This design comes from an exercise in tuning for small area on the open sky130 flow, not from production work.
At most, simulation tests tie the RTL to the original design; equivalence was not proved.
Power figures rest on the tool's default switching activity, not on a simulated workload.

Setup of job 8802:
==> module filtro_fir_eq, before the edit <==
module filtro_fir_eq #(
  parameter int TAPS = TAPS_DEF
) (
  input  logic                       clock,
  input  logic                       reset,
  input  logic signed [SAMPLE_W-1:0] sample_in,
  input  logic                       sample_valid,
  input  logic                       coef_we,
  input  logic [$clog2(TAPS)-1:0]    coef_addr,
  input  logic signed [COEF_W-1:0]   coef_data,
  output logic [SAMPLE_W-1:0]        dac_out_data,
  output logic                       dac_out_valid,
  input  logic                       dac_out_ready,
  output logic                       busy,
  output logic                       overrun,
  output logic                       coef_err
);
  localparam int NC = TAPS * COEF_W;     
  localparam int NS = TAPS * SAMPLE_W;   
  logic [NC-1:0]       r_cr;       
  logic [NS-1:0]       r_sr;       
  logic [COEF_W-1:0]   r_wb;       
  logic [3:0]          r_wa;       
  logic [7:0]          r_p;        
  logic [3:0]          r_m;        
  logic                r_scrub, r_comp, r_valid, r_clr, r_pend, r_wact;
  logic                r_overrun, r_coef_err;
  logic                w_idle, w_win, w_open, w_take, w_write, w_end;
  logic [7:0]          w_q;
  logic                w_ins;
  logic                w_cin_bit;
  logic                w_dflt;
  logic [SAMPLE_W-1:0] w_x, w_new;
  logic [15:0]         w_tail;
  assign w_idle  = !(r_scrub || r_comp || r_valid || r_clr || r_pend);
  assign w_win   = (r_p == {4'hF, ~r_m});
  assign w_open  = w_idle && w_win;
  assign w_take  = w_open && sample_valid;
  assign w_write = w_open && coef_we;
  assign w_end   = r_comp && w_win;
  assign w_q     = r_p + {4'h0, r_m};
  assign w_tail    = r_cr[NC-1 -: 16];
  assign w_cin_bit = w_tail[4'd15 - r_m];
  assign w_dflt    = (r_p[3:0] == 4'hF) && (r_p[7:4] != 4'hF);
  assign w_ins     = r_wact && (r_p[3:0] == ~r_wa);
  assign w_x   = r_sr[NS-1 -: SAMPLE_W];
  assign w_new = w_take ? sample_in : (r_scrub ? '0 : w_x);
  always_ff @(posedge clock) begin
    r_cr <= {r_cr[NC-2:0], r_scrub ? w_dflt : (w_ins ? r_wb[r_p[7:4]] : r_cr[NC-1])};
    r_sr <= {r_sr[NS-SAMPLE_W-1:0], w_new};
    if (!r_pend) begin
      r_wb <= coef_data;
      r_wa <= coef_addr;
    end
  end
  always_ff @(posedge clock or posedge reset) begin
    if (reset) begin
      r_p        <= '0;
      r_m        <= 4'hF;
      r_scrub    <= 1'b1;
      r_comp     <= 1'b0;
      r_valid    <= 1'b0;
      r_clr      <= 1'b0;
      r_pend     <= 1'b0;
      r_wact     <= 1'b0;
      r_overrun  <= 1'b0;
      r_coef_err <= 1'b0;
    end else begin
      r_p        <= r_p + 8'd1;
      r_overrun  <= sample_valid && !w_open;
      r_coef_err <= coef_we && !w_open;
      if (r_p == 8'hFF) r_scrub <= 1'b0;
      if (w_take) r_comp <= 1'b1;
      if (w_end) begin
        r_comp  <= 1'b0;
        r_valid <= 1'b1;
        r_m     <= r_m - 4'd1;
      end
      if (r_valid && dac_out_ready) begin
        r_valid <= 1'b0;
        r_clr   <= 1'b1;
      end
      if (r_clr && r_p[7:4] == 4'h0) r_clr <= 1'b0;
      if (w_write) r_pend <= 1'b1;
      if (r_p == 8'hFF) begin
        if (r_wact) begin
          r_wact <= 1'b0;
          r_pend <= 1'b0;
        end else if (r_pend || w_write) begin
          r_wact <= 1'b1;
        end
      end
    end
  end
  fir_mac u_mac (
    .clock  (clock),
    .i_run  (r_comp),
    .i_hold (r_valid),
    .i_sh   (w_q[3:0] == 4'h0),
    .i_neg  (w_q[7:4] == 4'hF),
    .i_rnd  (w_q == 8'd224),
    .i_cbit (w_cin_bit),
    .i_x    (w_x),
    .o_y    (dac_out_data)
  );
  assign dac_out_valid = r_valid;
  assign busy          = !w_open && !reset;
  assign overrun       = r_overrun;
  assign coef_err      = r_coef_err;
endmodule
export LEC_CHECK = 0
export CAP_MARGIN = 20
export CORE_MARGIN = 2
export CORE_UTILIZATION = 60
export SLEW_MARGIN = 20
create_clock -name core_clock -period 10.0 [get_ports {clock}]
standard.sh (not shown) runs the stock make flow with config.mk's settings and CLKGATE_MAP_FILE= SYNTH_SCRIPT=/design/flow/synth_recipe.tcl, a recipe that flattens the netlist after the stock synthesis.
==> flow/flow/run.sh <==
#!/bin/bash
# Standard ORFS flow (the standard.sh) with smaller port buffers and a
# clock tree without dummy loads. ORFS writes each step's log under orfs/logs.
set -e
bash standard.sh BUFFER_PORTS_ARGS="-inputs -outputs -buffer_cell sky130_fd_sc_hd__buf_1" \
  CTS_ARGS="-sink_clustering_enable -repair_clock_nets -buf_list sky130_fd_sc_hd__clkbuf_4 -sink_clustering_size 10 -sink_clustering_max_diameter 40 -dont_use_dummy_load" \
  finish > standard.log 2>&1
> inputs changed (job 8802 -> job 3626)
--- a/flow/design.v
+++ b/flow/design.v
@@ -67,29 +67,33 @@
   logic [NC-1:0]       r_cr;       
   logic [NS-1:0]       r_sr;       
   logic [COEF_W-1:0]   r_wb;       
   logic [3:0]          r_wa;       
   logic [7:0]          r_p;        
-  logic [3:0]          r_m;        
+  logic [3:0]          r_k;        
+  logic                r_sh;       
   logic                r_scrub, r_comp, r_valid, r_clr, r_pend, r_wact;
   logic                r_overrun, r_coef_err;
   logic                w_idle, w_win, w_open, w_take, w_write, w_end;
-  logic [7:0]          w_q;
+  logic                w_lo, w_gt;
+  logic [3:0]          w_qh;
   logic                w_ins;
   logic                w_cin_bit;
   logic                w_dflt;
   logic [SAMPLE_W-1:0] w_x, w_new;
   logic [15:0]         w_tail;
   assign w_idle  = !(r_scrub || r_comp || r_valid || r_clr || r_pend);
-  assign w_win   = (r_p == {4'hF, ~r_m});
+  assign w_lo    = (r_p[3:0] == r_k);
+  assign w_win   = w_lo && (r_p[7:4] == 4'hF);
   assign w_open  = w_idle && w_win;
   assign w_take  = w_open && sample_valid;
   assign w_write = w_open && coef_we;
   assign w_end   = r_comp && w_win;
-  assign w_q     = r_p + {4'h0, r_m};
+  assign w_gt    = (r_p[3:0] > r_k);
+  assign w_qh    = r_p[7:4] + {3'b000, w_gt};
   assign w_tail    = r_cr[NC-1 -: 16];
-  assign w_cin_bit = w_tail[4'd15 - r_m];
+  assign w_cin_bit = w_tail[r_k];
   assign w_dflt    = (r_p[3:0] == 4'hF) && (r_p[7:4] != 4'hF);
   assign w_ins     = r_wact && (r_p[3:0] == ~r_wa);
   assign w_x   = r_sr[NS-1 -: SAMPLE_W];
   assign w_new = w_take ? sample_in : (r_scrub ? '0 : w_x);
   always_ff @(posedge clock) begin
@@ -101,29 +105,31 @@
     end
   end
   always_ff @(posedge clock or posedge reset) begin
     if (reset) begin
       r_p        <= '0;
-      r_m        <= 4'hF;
+      r_k        <= 4'h0;
+      r_sh       <= 1'b0;
       r_scrub    <= 1'b1;
       r_comp     <= 1'b0;
       r_valid    <= 1'b0;
       r_clr      <= 1'b0;
       r_pend     <= 1'b0;
       r_wact     <= 1'b0;
       r_overrun  <= 1'b0;
       r_coef_err <= 1'b0;
     end else begin
       r_p        <= r_p + 8'd1;
+      r_sh       <= w_lo;
       r_overrun  <= sample_valid && !w_open;
       r_coef_err <= coef_we && !w_open;
       if (r_p == 8'hFF) r_scrub <= 1'b0;
       if (w_take) r_comp <= 1'b1;
       if (w_end) begin
         r_comp  <= 1'b0;
         r_valid <= 1'b1;
-        r_m     <= r_m - 4'd1;
+        r_k     <= r_k + 4'd1;
       end
       if (r_valid && dac_out_ready) begin
         r_valid <= 1'b0;
         r_clr   <= 1'b1;
       end
@@ -141,13 +147,13 @@
   end
   fir_mac u_mac (
     .clock  (clock),
     .i_run  (r_comp),
     .i_hold (r_valid),
-    .i_sh   (w_q[3:0] == 4'h0),
-    .i_neg  (w_q[7:4] == 4'hF),
-    .i_rnd  (w_q == 8'd224),
+    .i_sh   (r_sh),
+    .i_neg  (w_qh == 4'hF),
+    .i_rnd  (r_sh && w_qh == 4'hE),
     .i_cbit (w_cin_bit),
     .i_x    (w_x),
     .o_y    (dac_out_data)
   );
   assign dac_out_valid = r_valid;
--- outcome ---
Job 8802 ended up with r_m[0] as its launch point of the worst path; job 3626 ended up with r_k[2].
Compare job 3626 and job 8802 | number of cells on the critical path higher: job 3626
Taking job 8802 as the reference, in job 3626 clock buffer instance count of the final layout moved up; height of the die stayed essentially flat; met3 usage picked up an extra 0.83 points.
Count of inverters not on the clock network in the layout in job 3626 is 2 higher than in job 8802
Job 3626 vs job 8802, maximum fanout count along the critical path went down by 1.
Comparing job 3626 and job 8802, first-pass GRT wire length is higher on job 8802.
Job 3626 vs job 8802: total power up slightly
Comparing job 3626 with job 8802, the sequential share of layout area came out essentially unchanged.
Of job 3626 and job 8802, the higher combined global-route utilization of all metal layers belongs to job 8802.
No functional check of the RTL was part of job 3626.

## static timing again, ports no longer ideal
How much do the figures lean on ideal ports? The routed layouts below were timed once more, with nothing changed but the port constraints.
Step 1: set_driving_cell puts a clkbuf_16 on clock and a buf_2 on each other input, an assumption about the parent block.
Step 2 also shifts input and output timing later by t, the mid clock arrival at the registers, as if the neighbouring blocks saw the same clock.
Three values: no drivers, after step 1, after step 2; two values: the first two.
run	t, ns	slack for setup (ns)	hold WS [ns]
job 8802	0.684	1.403 / 1.403 / 1.403	0.275 / 0.275 / 0.275
job 3626	0.694	1.801 / 1.801 / 1.801	0.281 / 0.281 / 0.281
After both steps setup and hold are still met in every run listed.
